Context: an optimization exercise on an open-source flow, tuned for small area, a short achievable clock period and few clock cycles. The choices shown serve that exercise and are no tape-out recipe. The RTL was checked by simulation tests, not by an equivalence proof against the original design.

==> design.v <==
`default_nettype none
package ftdfr_pkg;
  localparam int unsigned PACKET_BYTES = 25;
  localparam int unsigned POS_W        = 5;
  localparam int unsigned HEADER_BYTES = 2;
  localparam int unsigned FIELD_FIRST  = 4;
  localparam int unsigned FIELD_COUNT  = 6;
  localparam int unsigned FIELD_BYTES  = 3;
  localparam int unsigned FIELD_END    = FIELD_FIRST + FIELD_BYTES * FIELD_COUNT;
  localparam int unsigned FORCE_FIELDS = 3;
  localparam int unsigned FIELD_IDX_W  = 3;
  localparam logic [7:0] SYNC_FIRST  = 8'h00;
  localparam logic [7:0] SYNC_SECOND = 8'h17;
  localparam int unsigned BYTE_W = 8;
  localparam int unsigned RAW_W  = 24;
  localparam int unsigned GAIN_W = 32;
  localparam int unsigned PROD_W = 56;
  localparam int unsigned SKIP_W = 16;
  localparam int unsigned QUEUE_DEPTH = 2;
  localparam int unsigned CFG_IDX_W = 2;
  localparam logic [CFG_IDX_W-1:0] CFG_FORCE_GAIN  = 2'd0;
  localparam logic [CFG_IDX_W-1:0] CFG_TORQUE_GAIN = 2'd1;
  localparam logic [GAIN_W-1:0] FORCE_GAIN_RST  = 32'd4294967;
  localparam logic [GAIN_W-1:0] TORQUE_GAIN_RST = 32'd42950;
  typedef enum logic [1:0] {
    PH_HUNT   = 2'd0,
    PH_ZERO   = 2'd1,
    PH_PACKET = 2'd2
  } frame_phase_e;
  typedef enum logic [1:0] {
    BK_IDLE  = 2'd0,
    BK_MUL   = 2'd1,
    BK_DRAIN = 2'd2,
    BK_DONE  = 2'd3
  } back_state_e;
  localparam int unsigned PKT_W = FIELD_COUNT * RAW_W + SKIP_W;
endpackage
`default_nettype wire
`default_nettype none
import ftdfr_pkg::*;
module ftdfr_queue (
  input  logic    clk_i,
  input  logic    rst_ni,
  input  logic    push_i,
  input  logic [PKT_W-1:0] data_i,
  output logic    full_o,
  input  logic    pop_i,
  output logic    empty_o,
  output logic [PKT_W-1:0] data_o
);
  localparam int unsigned PTR_W = $clog2(QUEUE_DEPTH);
  localparam int unsigned CNT_W = $clog2(QUEUE_DEPTH + 1);
  logic [PKT_W-1:0] mem_q [QUEUE_DEPTH];
  logic [PTR_W-1:0]  wr_ptr_q, rd_ptr_q;
  logic [CNT_W-1:0]  count_q;
  assign full_o  = (count_q == CNT_W'(QUEUE_DEPTH));
  assign empty_o = (count_q == '0);
  assign data_o  = mem_q[rd_ptr_q];
  always_ff @(posedge clk_i or negedge rst_ni) begin
    if (!rst_ni) begin
      wr_ptr_q <= '0;
      rd_ptr_q <= '0;
      count_q  <= '0;
    end else begin
      if (push_i) begin
        wr_ptr_q <= (wr_ptr_q == PTR_W'(QUEUE_DEPTH - 1)) ? '0 : wr_ptr_q + 1'b1;
      end
      if (pop_i) begin
        rd_ptr_q <= (rd_ptr_q == PTR_W'(QUEUE_DEPTH - 1)) ? '0 : rd_ptr_q + 1'b1;
      end
      if (push_i && !pop_i) begin
        count_q <= count_q + 1'b1;
      end else if (pop_i && !push_i) begin
        count_q <= count_q - 1'b1;
      end
    end
  end
  always_ff @(posedge clk_i) begin
    if (push_i) begin
      mem_q[wr_ptr_q] <= data_i;
    end
  end
endmodule
`default_nettype wire
`default_nettype none
import ftdfr_pkg::*;
module ftdfr_front (
  input  logic              clk_i,
  input  logic              rst_ni,
  input  logic              in_valid_i,
  output logic              in_stall_o,
  input  logic [BYTE_W-1:0] rx_byte_i,
  input  logic              q_full_i,
  output logic              q_push_o,
  output logic [PKT_W-1:0] q_data_o
);
  localparam logic [POS_W-1:0] POS_LAST  = POS_W'(PACKET_BYTES - 1);
  localparam logic [POS_W-1:0] POS_HDR   = POS_W'(HEADER_BYTES);
  localparam logic [POS_W-1:0] POS_FIRST = POS_W'(FIELD_FIRST);
  localparam logic [POS_W-1:0] POS_END   = POS_W'(FIELD_END);
  localparam logic [1:0]       DIGIT_LAST = 2'(FIELD_BYTES - 1);
  ftdfr_pkg::frame_phase_e           phase_q, phase_d;
  logic [POS_W-1:0]       pos_q, pos_d;
  logic [1:0]             digit_q, digit_d;
  logic [FIELD_IDX_W-1:0] field_q, field_d;
  logic [SKIP_W-1:0]      skip_q, skip_d;
  logic [15:0]            asm_q, asm_d;
  logic [RAW_W-1:0]       cap_q [FIELD_COUNT];
  logic              accept;
  logic              at_last;
  logic              cap_we;
  logic              skip_clr;
  logic [1:0]        skip_inc;
  logic [SKIP_W:0]   skip_sum;
  logic [RAW_W-1:0]  word;
  assign at_last    = (phase_q == PH_PACKET) && (pos_q == POS_LAST);
  assign in_stall_o = at_last && q_full_i;
  assign accept     = in_valid_i && !in_stall_o;
  assign word       = {asm_q, rx_byte_i};
  assign q_push_o   = accept && at_last;
  always_comb begin
    phase_d  = phase_q;
    pos_d    = pos_q;
    digit_d  = digit_q;
    field_d  = field_q;
    asm_d    = asm_q;
    cap_we   = 1'b0;
    skip_clr = 1'b0;
    skip_inc = 2'd0;
    if (accept) begin
      unique case (phase_q)
        PH_PACKET: begin
          if (pos_q >= POS_FIRST && pos_q < POS_END) begin
            asm_d = word[15:0];
            if (digit_q == DIGIT_LAST) begin
              cap_we  = 1'b1;
              digit_d = 2'd0;
              field_d = field_q + 1'b1;
            end else begin
              digit_d = digit_q + 1'b1;
            end
          end
          if (at_last) begin
            skip_clr = 1'b1;
            phase_d  = PH_HUNT;
            pos_d    = '0;
          end else begin
            pos_d = pos_q + 1'b1;
          end
        end
        PH_ZERO: begin
          if (rx_byte_i == SYNC_SECOND) begin
            phase_d = PH_PACKET;
            pos_d   = POS_HDR;
            digit_d = 2'd0;
            field_d = '0;
          end else if (rx_byte_i == SYNC_FIRST) begin
            skip_inc = 2'd1;
          end else begin
            skip_inc = 2'd2;
            phase_d  = PH_HUNT;
          end
        end
        default: begin
          if (rx_byte_i == SYNC_FIRST) begin
            phase_d = PH_ZERO;
          end else begin
            skip_inc = 2'd1;
            phase_d  = PH_HUNT;
          end
        end
      endcase
    end
    skip_sum = {1'b0, skip_q} + (SKIP_W + 1)'(skip_inc);
    skip_d   = skip_sum[SKIP_W] ? '1 : skip_sum[SKIP_W-1:0];
    if (skip_clr) begin
      skip_d = '0;
    end
  end
  always_comb begin
    for (int i = 0; i < FIELD_COUNT; i++) begin
      q_data_o[SKIP_W + RAW_W * i +: RAW_W] = (cap_we && (field_q == FIELD_IDX_W'(i))) ? word : cap_q[i];
    end
    q_data_o[SKIP_W-1:0] = skip_q;
  end
  always_ff @(posedge clk_i or negedge rst_ni) begin
    if (!rst_ni) begin
      phase_q <= PH_HUNT;
      pos_q   <= '0;
      digit_q <= '0;
      field_q <= '0;
      skip_q  <= '0;
    end else begin
      phase_q <= phase_d;
      pos_q   <= pos_d;
      digit_q <= digit_d;
      field_q <= field_d;
      skip_q  <= skip_d;
    end
  end
  always_ff @(posedge clk_i) begin
    asm_q <= asm_d;
    if (cap_we) begin
      cap_q[field_q] <= word;
    end
  end
endmodule
`default_nettype wire
`default_nettype none
import ftdfr_pkg::*;
module ftdfr_back (
  input  logic                     clk_i,
  input  logic                     rst_ni,
  input  logic                     q_empty_i,
  input  logic [PKT_W-1:0] q_data_i,
  output logic                     q_pop_o,
  input  logic [GAIN_W-1:0]        force_gain_i,
  input  logic [GAIN_W-1:0]        torque_gain_i,
  output logic                     out_valid_o,
  input  logic                     out_stall_i,
  output logic signed [PROD_W-1:0] force_x_o,
  output logic signed [PROD_W-1:0] force_y_o,
  output logic signed [PROD_W-1:0] force_z_o,
  output logic signed [PROD_W-1:0] torque_x_o,
  output logic signed [PROD_W-1:0] torque_y_o,
  output logic signed [PROD_W-1:0] torque_z_o,
  output logic [SKIP_W-1:0]        skipped_bytes_o
);
  localparam int unsigned MUL_W = PROD_W + 1;
  localparam logic [FIELD_IDX_W-1:0] IDX_LAST = FIELD_IDX_W'(FIELD_COUNT - 1);
  ftdfr_pkg::back_state_e            state_q, state_d;
  logic [FIELD_IDX_W-1:0] idx_q, idx_d;
  logic [PKT_W-1:0] work_q;
  logic [PROD_W-1:0]      prod_q;
  logic [FIELD_IDX_W-1:0] prod_idx_q;
  logic                   prod_vld_q;
  logic [PROD_W-1:0]      stage_q [FIELD_COUNT];
  logic signed [PROD_W-1:0] out_q [FIELD_COUNT];
  logic [SKIP_W-1:0]      out_skip_q;
  logic                   out_valid_q;
  logic                    issue;
  logic                    out_load;
  logic [RAW_W-1:0]        mul_raw;
  logic [GAIN_W-1:0]       mul_gain;
  logic signed [RAW_W-1:0] mul_a;
  logic signed [GAIN_W:0]  mul_b;
  logic signed [MUL_W-1:0] mul_p;
  assign mul_raw  = work_q[SKIP_W + RAW_W * idx_q +: RAW_W];
  assign mul_gain = (idx_q < FIELD_IDX_W'(FORCE_FIELDS)) ? force_gain_i : torque_gain_i;
  assign mul_a    = $signed(mul_raw);
  assign mul_b    = $signed({1'b0, mul_gain});
  assign mul_p    = mul_a * mul_b;
  assign out_load = (state_q == BK_DONE) && (!out_valid_q || !out_stall_i);
  always_comb begin
    state_d = state_q;
    idx_d   = idx_q;
    q_pop_o = 1'b0;
    issue   = 1'b0;
    unique case (state_q)
      BK_IDLE: begin
        if (!q_empty_i) begin
          q_pop_o = 1'b1;
          idx_d   = '0;
          state_d = BK_MUL;
        end
      end
      BK_MUL: begin
        issue = 1'b1;
        if (idx_q == IDX_LAST) begin
          state_d = BK_DRAIN;
        end else begin
          idx_d = idx_q + 1'b1;
        end
      end
      BK_DRAIN: begin
        state_d = BK_DONE;
      end
      BK_DONE: begin
        if (out_load) begin
          state_d = BK_IDLE;
        end
      end
      default: begin
        state_d = BK_IDLE;
      end
    endcase
  end
  always_ff @(posedge clk_i or negedge rst_ni) begin
    if (!rst_ni) begin
      state_q     <= BK_IDLE;
      idx_q       <= '0;
      prod_vld_q  <= 1'b0;
      out_valid_q <= 1'b0;
    end else begin
      state_q    <= state_d;
      idx_q      <= idx_d;
      prod_vld_q <= issue;
      if (out_load) begin
        out_valid_q <= 1'b1;
      end else if (!out_stall_i) begin
        out_valid_q <= 1'b0;
      end
    end
  end
  always_ff @(posedge clk_i) begin
    if (q_pop_o) begin
      work_q <= q_data_i;
    end
    if (issue) begin
      prod_q     <= mul_p[PROD_W-1:0];
      prod_idx_q <= idx_q;
    end
    if (prod_vld_q) begin
      stage_q[prod_idx_q] <= prod_q;
    end
    if (out_load) begin
      for (int i = 0; i < FIELD_COUNT; i++) begin
        out_q[i] <= $signed(stage_q[i]);
      end
      out_skip_q <= work_q[SKIP_W-1:0];
    end
  end
  assign out_valid_o     = out_valid_q;
  assign force_x_o       = out_q[0];
  assign force_y_o       = out_q[1];
  assign force_z_o       = out_q[2];
  assign torque_x_o      = out_q[3];
  assign torque_y_o      = out_q[4];
  assign torque_z_o      = out_q[5];
  assign skipped_bytes_o = out_skip_q;
endmodule
`default_nettype wire
`default_nettype none
import ftdfr_pkg::*;
module force_torque_packet_deframer_core (
  input  logic                     clk_i,
  input  logic                     rst_ni,
  input  logic                     in_valid_i,
  output logic                     in_stall_o,
  input  logic [BYTE_W-1:0]        rx_byte_i,
  output logic                     out_valid_o,
  input  logic                     out_stall_i,
  output logic signed [PROD_W-1:0] force_x_o,
  output logic signed [PROD_W-1:0] force_y_o,
  output logic signed [PROD_W-1:0] force_z_o,
  output logic signed [PROD_W-1:0] torque_x_o,
  output logic signed [PROD_W-1:0] torque_y_o,
  output logic signed [PROD_W-1:0] torque_z_o,
  output logic [SKIP_W-1:0]        skipped_bytes_o,
  input  logic                     cfg_valid_i,
  output logic                     cfg_ready_o,
  input  logic [CFG_IDX_W-1:0]     cfg_index_i,
  input  logic [GAIN_W-1:0]        cfg_data_i
);
  logic [GAIN_W-1:0] force_gain_q, force_gain_d;
  logic [GAIN_W-1:0] torque_gain_q, torque_gain_d;
  logic              cfg_we;
  logic    q_push;
  logic    q_pop;
  logic    q_full;
  logic    q_empty;
  logic [PKT_W-1:0] q_wdata;
  logic [PKT_W-1:0] q_rdata;
  assign cfg_ready_o = 1'b1;
  assign cfg_we      = cfg_valid_i && cfg_ready_o;
  always_comb begin
    force_gain_d  = force_gain_q;
    torque_gain_d = torque_gain_q;
    if (cfg_we) begin
      unique case (cfg_index_i)
        CFG_FORCE_GAIN:  force_gain_d  = cfg_data_i;
        CFG_TORQUE_GAIN: torque_gain_d = cfg_data_i;
        default: ;   
      endcase
    end
  end
  always_ff @(posedge clk_i or negedge rst_ni) begin
    if (!rst_ni) begin
      force_gain_q  <= FORCE_GAIN_RST;
      torque_gain_q <= TORQUE_GAIN_RST;
    end else begin
      force_gain_q  <= force_gain_d;
      torque_gain_q <= torque_gain_d;
    end
  end
  ftdfr_front u_front (
    .clk_i      (clk_i),
    .rst_ni     (rst_ni),
    .in_valid_i (in_valid_i),
    .in_stall_o (in_stall_o),
    .rx_byte_i  (rx_byte_i),
    .q_full_i   (q_full),
    .q_push_o   (q_push),
    .q_data_o   (q_wdata)
  );
  ftdfr_queue u_queue (
    .clk_i   (clk_i),
    .rst_ni  (rst_ni),
    .push_i  (q_push),
    .data_i  (q_wdata),
    .full_o  (q_full),
    .pop_i   (q_pop),
    .empty_o (q_empty),
    .data_o  (q_rdata)
  );
  ftdfr_back u_back (
    .clk_i           (clk_i),
    .rst_ni          (rst_ni),
    .q_empty_i       (q_empty),
    .q_data_i        (q_rdata),
    .q_pop_o         (q_pop),
    .force_gain_i    (force_gain_q),
    .torque_gain_i   (torque_gain_q),
    .out_valid_o     (out_valid_o),
    .out_stall_i     (out_stall_i),
    .force_x_o       (force_x_o),
    .force_y_o       (force_y_o),
    .force_z_o       (force_z_o),
    .torque_x_o      (torque_x_o),
    .torque_y_o      (torque_y_o),
    .torque_z_o      (torque_z_o),
    .skipped_bytes_o (skipped_bytes_o)
  );
endmodule
`default_nettype wire
==> run.sh <==
#!/bin/bash
# synth_recipe.tcl (not shown) runs the flow's synth.tcl, then flattens the netlist and writes it again
# the make line also repeats each setting of config.mk as NAME=value (left out here)
make -C /OpenROAD-flow-scripts/flow DESIGN_CONFIG=/design/flow/config.mk WORK_HOME=/design/flow/orfs CLKGATE_MAP_FILE= SYNTH_SCRIPT=/design/flow/synth_recipe.tcl finish
==> config.mk <==
export PLATFORM = sky130hd
export DESIGN_NAME = force_torque_packet_deframer_core
export DESIGN_NICKNAME = force_torque_packet_deframer_core
export VERILOG_FILES = /design/flow/design.v
export SDC_FILE = /design/flow/constraint.sdc
export NUM_CORES = 4
export LEC_CHECK = 0
export CAP_MARGIN = 20
export CORE_MARGIN = 2
export CORE_UTILIZATION = 40
export SLEW_MARGIN = 20
==> constraint.sdc <==
create_clock -name core_clock -period 11.0 [get_ports {clk_i}]
set_input_delay 2.2000 -clock core_clock [delete_from_list [all_inputs] [get_ports {clk_i}]]
set_output_delay 2.2000 -clock core_clock [all_outputs]
set_load 0.01 [all_outputs]
==> summary.md <==
| Metric | Value |
|---|---|
| Status | timing/DRC/antenna clean |
| Iter 0 DRT Violations | 3830 |
| FFs w/ async S/R, synth | 0.0691 |
| GPL Wtd Cong | 0.946 |
| Vias | 44800 |
| Die H | 448 um |
| CP max-delay cell | fa_1 |
| Port Buffers | 400 |
| Final Slew Violations | 0 |
| Normalized max-slew margin | 0.295 |
| H-tree Lvls | 4 |
| Row count | 163 |
| Worst-case reg-to-reg path depth | 33 |
| Commonest non-fill, non-tap cell in the layout | edfxtp_1 |
| Hold Startpoint | u_back.stage_q[5][50]$_DFFE_PP_ |
| Worst Path Class, Setup | flop to flop |
| Ports | 402 |
| # DRC | 0 |
| Primary FF master, synth | edfxtp_1 |
| Die W | 448 um |
| Area Growth Syn to Fin | 16.2% |
| Post-synth EDFFs | 1387 |
| Reg2reg end | u_back.prod_q[55]$_DFFE_PP_ |
| Syn_nets | 6389 |
| Nets | 6870 |
| MaxCap Viol Count | 0 |
| Initial antenna violation count | 7 |
| Startpoint Class | flop |
| Worst setup EP type | flop |
| Compound-gate portion of the synthesized area | 0.0225 |
| Main area contributors after synthesis | edfxtp_1 (53%), fa_1 (17%), mux2_2 (5.8%), inv_1 (3.8%), ha_1 (3.7%) |
| Hold_buf cts | 0 |
| Worst reg-to-reg setup slack | 0.36 ns |
| Setup TNS | 0 ns |
| Detailed Routing Iterations Pass 1 | 6 |
| Post-Synthesis Cells | 5447 |
| Max FO, Critical Path | 21 |
| Yosys cell types | 82 |
| Setup Skew | 0.0675 ns |
| Final Hold Viols | 0 |
| Largest buffer count on any clock path | 3 |
| Slew @ Worst Pin | 1.06 ns |
| Clk pin slew, worst setup/hold paths | 0.08 ns |
| Synth Area in XOR/XNOR | 0.00810 |
| RSZ-0062 raised after global routing | false |
| Gr usage total | 0.212 |
| Most used cells in the layout excluding fill and tap cells | edfxtp_1 (1387), inv_1 (802), fa_1 (660), nand2_1 (476), mux2_2 (406) |
| Clock sinks | 1490 |
| Yosys top cell area share | 0.528 |
| Worst Path Arrival | 11.23 ns |
| Cell taking the most area after synthesis | edfxtp_1 |
| Global-route wire length before repair | 312000 um |
| Minimum hold slack | 0.373 ns |
| Netlist Area Pre-Place | 78900 um^2 |
| Hold Path Stages | 0 |
| Fin cells | 8696 |
| Share of cells above drive strength 1 | 0.157 |
| Main combinational cell family by area after synthesis | adder cells |
| Starting Density | 0.401 |
| Grt ovf | 0 |
| Post-Synth Adder-Cell Area | 0.205 |
| Post-synthesis sequential area ratio | 0.561 |
| Final min period | 10.64 ns |
| Worst r2r src | u_back.idx_q[1]$_DFFE_PN0P_ |
| DRT antenna net count | 0 |
| Clock latency on the worst-skew pair | 0.84 ns |
| Total wire length | 212000 um |
| YS warnings | 5 |
| DR vias/cell | 5.15 |
| Die area | 201000 um^2 |
| Min-Delay Endpoint | torque_z_o[50]$_DFFE_PP_ |
| Final number of setup-violating endpoints | 0 |
| Tcrit/Tclk final | 0.967 |
| Vias in the first global route | 46400 |
| Post-synthesis mux area share | 0.0939 |
| Root buf cell | clkbuf_16 |
| CTS tree | yes |
| Dpl cells | 8409 |
| Most used cell along the critical path | fa_1 |
| Post-synthesis register bit count | 1490 |
| Hold crit path type | flop to flop |
| Post-Synth Simple-Gate Area | 0.0590 |
| Num CTS Buffers | 154 |
| CP required | 11.60 ns |
| Core ar. | 197000 um^2 |
| F_max | 94.0 MHz |
| Post-DP HPWL | 152000 um |
| Pin count of the biggest net entering global routing | 150 |
| Largest stage delay, worst path | 0.56 ns |
| Post-synthesis average cell area | 14.5 um^2 |
| Wire length per cell | 24.4 um |
[stage by stage]
step / area (um^2) / util / worst slack (ns)
2_1_floorplan: 79000 / - / 1.12
3_3_place_gp: 86600 / 0.440 / 0.250
5_1_grt: 91700 / 0.466 / 0.0164
4_1_cts: 91700 / 0.466 / 0.113
6_report: 91700 / 0.466 / 0.364
3_5_place_dp: 86600 / 0.440 / 0.183
[metal layers]
metal  vias to the layer above  wire length, um  GRT usage
met5                         -               41          0
met4                         6             7000     0.0694
met3                       353            15700     0.0418
met2                      1764            97100      0.332
met1                     23200            92400      0.297
li1                      19500                -          -
[cells in the mapped netlist, types with 4 or more instances]
master        n
nand4_1      10
dfrtp_1      84
mux2_2      406
edfxtp_1   1387
dfstp_2      19
a31oi_1      15
buf_2        76
nand2_1     479
xnor2_1      42
and3_1       14
inv_1       803
clkbuf_1    121
a32oi_1       4
o22ai_1       8
nor3_1       39
a211oi_1     18
a21boi_0      4
o21ai_0      58
a2111oi_0     4
fa_1        660
nor3b_1       5
nand3_1      72
xor2_1       31
o21a_1       10
o21ai_1       4
mux2i_1      84
buf_4        25
a21oi_1      84
and2_1       23
a211o_1       5
nor2b_1       9
o31ai_1       8
a21o_1       27
nor2_1      386
ha_1        235
nand2b_1     21
o21bai_1      9
or2_2         4
mux4_2       88
[state kept, by name, summed over array words and instances, names as in the netlist, 2 cells and up]
signal / count
u_back.stage_q: 336
u_queue.mem_q: 320
u_back.work_q: 160
u_front.cap_q: 144
force_x_o: 56
force_y_o: 56
force_z_o: 56
torque_x_o: 56
torque_y_o: 56
torque_z_o: 56
u_back.prod_q: 56
force_gain_q: 32
torque_gain_q: 32
u_back.out_skip_q: 16
u_front.asm_q: 16
u_front.skip_q: 16
u_front.pos_q: 5
u_back.idx_q: 3
u_back.prod_idx_q: 3
u_front.field_q: 3
u_back.state_q: 2
u_front.digit_q: 2
u_front.phase_q: 2
u_queue.count_q: 2
[area by class of cell]
class	count	area, um^2
diodes	2	5.00
clock buffers	188	4020
clock inverters	94	1040
fillers	17200	105000
inverters	804	3020
multi-input cells	2928	30900
flip-flops and latches	1490	44300
well taps	2640	3300
repair buffers	550	5200
[critical path, delay by kind of cell (launching register included)]
kind | cells | cell delay, ns
AOI/OAI and AO/OA | 8 | 2.17
xor gates and xnor gates | 1 | 0.32
adders and majority gates | 11 | 5.07
buffers and inverters | 8 | 1.29
DFF | 1 | 0.44
muxes | 1 | 0.54
and+or+nand+nor | 4 | 0.54
[worst max path at each step]
| stage | start | end | slack, ns |
|---|---|---|---|
| 3_3_place_gp | u_back.idx_q[0]$_DFFE_PN0P_ | u_back.prod_q[53]$_DFFE_PP_ | 0.25 |
| 6_report | u_back.idx_q[1]$_DFFE_PN0P_ | u_back.prod_q[55]$_DFFE_PP_ | 0.36 |
| 5_1_grt | u_back.idx_q[1]$_DFFE_PN0P_ | u_back.prod_q[53]$_DFFE_PP_ | 0.02 |
| 2_1_floorplan | u_back.idx_q[1]$_DFFE_PN0P_ | u_back.prod_q[48]$_DFFE_PP_ | 1.12 |
| 3_5_place_dp | u_back.idx_q[0]$_DFFE_PN0P_ | u_back.prod_q[55]$_DFFE_PP_ | 0.18 |
| 4_1_cts | u_back.idx_q[0]$_DFFE_PN0P_ | u_back.prod_q[53]$_DFFE_PP_ | 0.11 |
[cell families (layout without fill, tap and decap cells)]
logic type / count (synthesis) / after routing
compound gates: 282 / 282
fa+ha+maj: 895 / 895
buf+inv: 1029 / 1636
other cells: 1 / 3
mux: 580 / 580
flops: 1490 / 1490
simple gates: 1097 / 1097
xor+xnor: 73 / 73
[repair_timing]
item | CTS | global route
endpoints found under the setup margin | 0 | 6
hold endpoints to repair | 0 | 0
buffers inserted | 0 | 3
resized for setup | 0 | 4
Testbench counts, summed over its fixed seeds: cycles 30,633.

==> afterwards: timing with drivers on the ports <==
No port has a modelled driver above. Below, the same layout with a new extraction and two added sets of constraints.
Step 1 assumes that a clkbuf_16 drives the clock port and a buf_2 every other input.
Step 2 moves the port delays by t, midway between the first and last clock arrival at a register: inputs arrive t later, outputs are due t later. That takes back most of the time a late clock gives input paths.
a / b / c = no drivers / after step 1 / after step 2; a / b = the first two.
t (ns): 0.889
setup slack, ns: 0.364 / 0.364 / 0.364
worst data-port slew with drivers (ns): 0.15
After both steps setup and hold are still met in this run. The setup slack of this run moves by 0.000 ns with the drivers and by 0.000 ns with both steps.
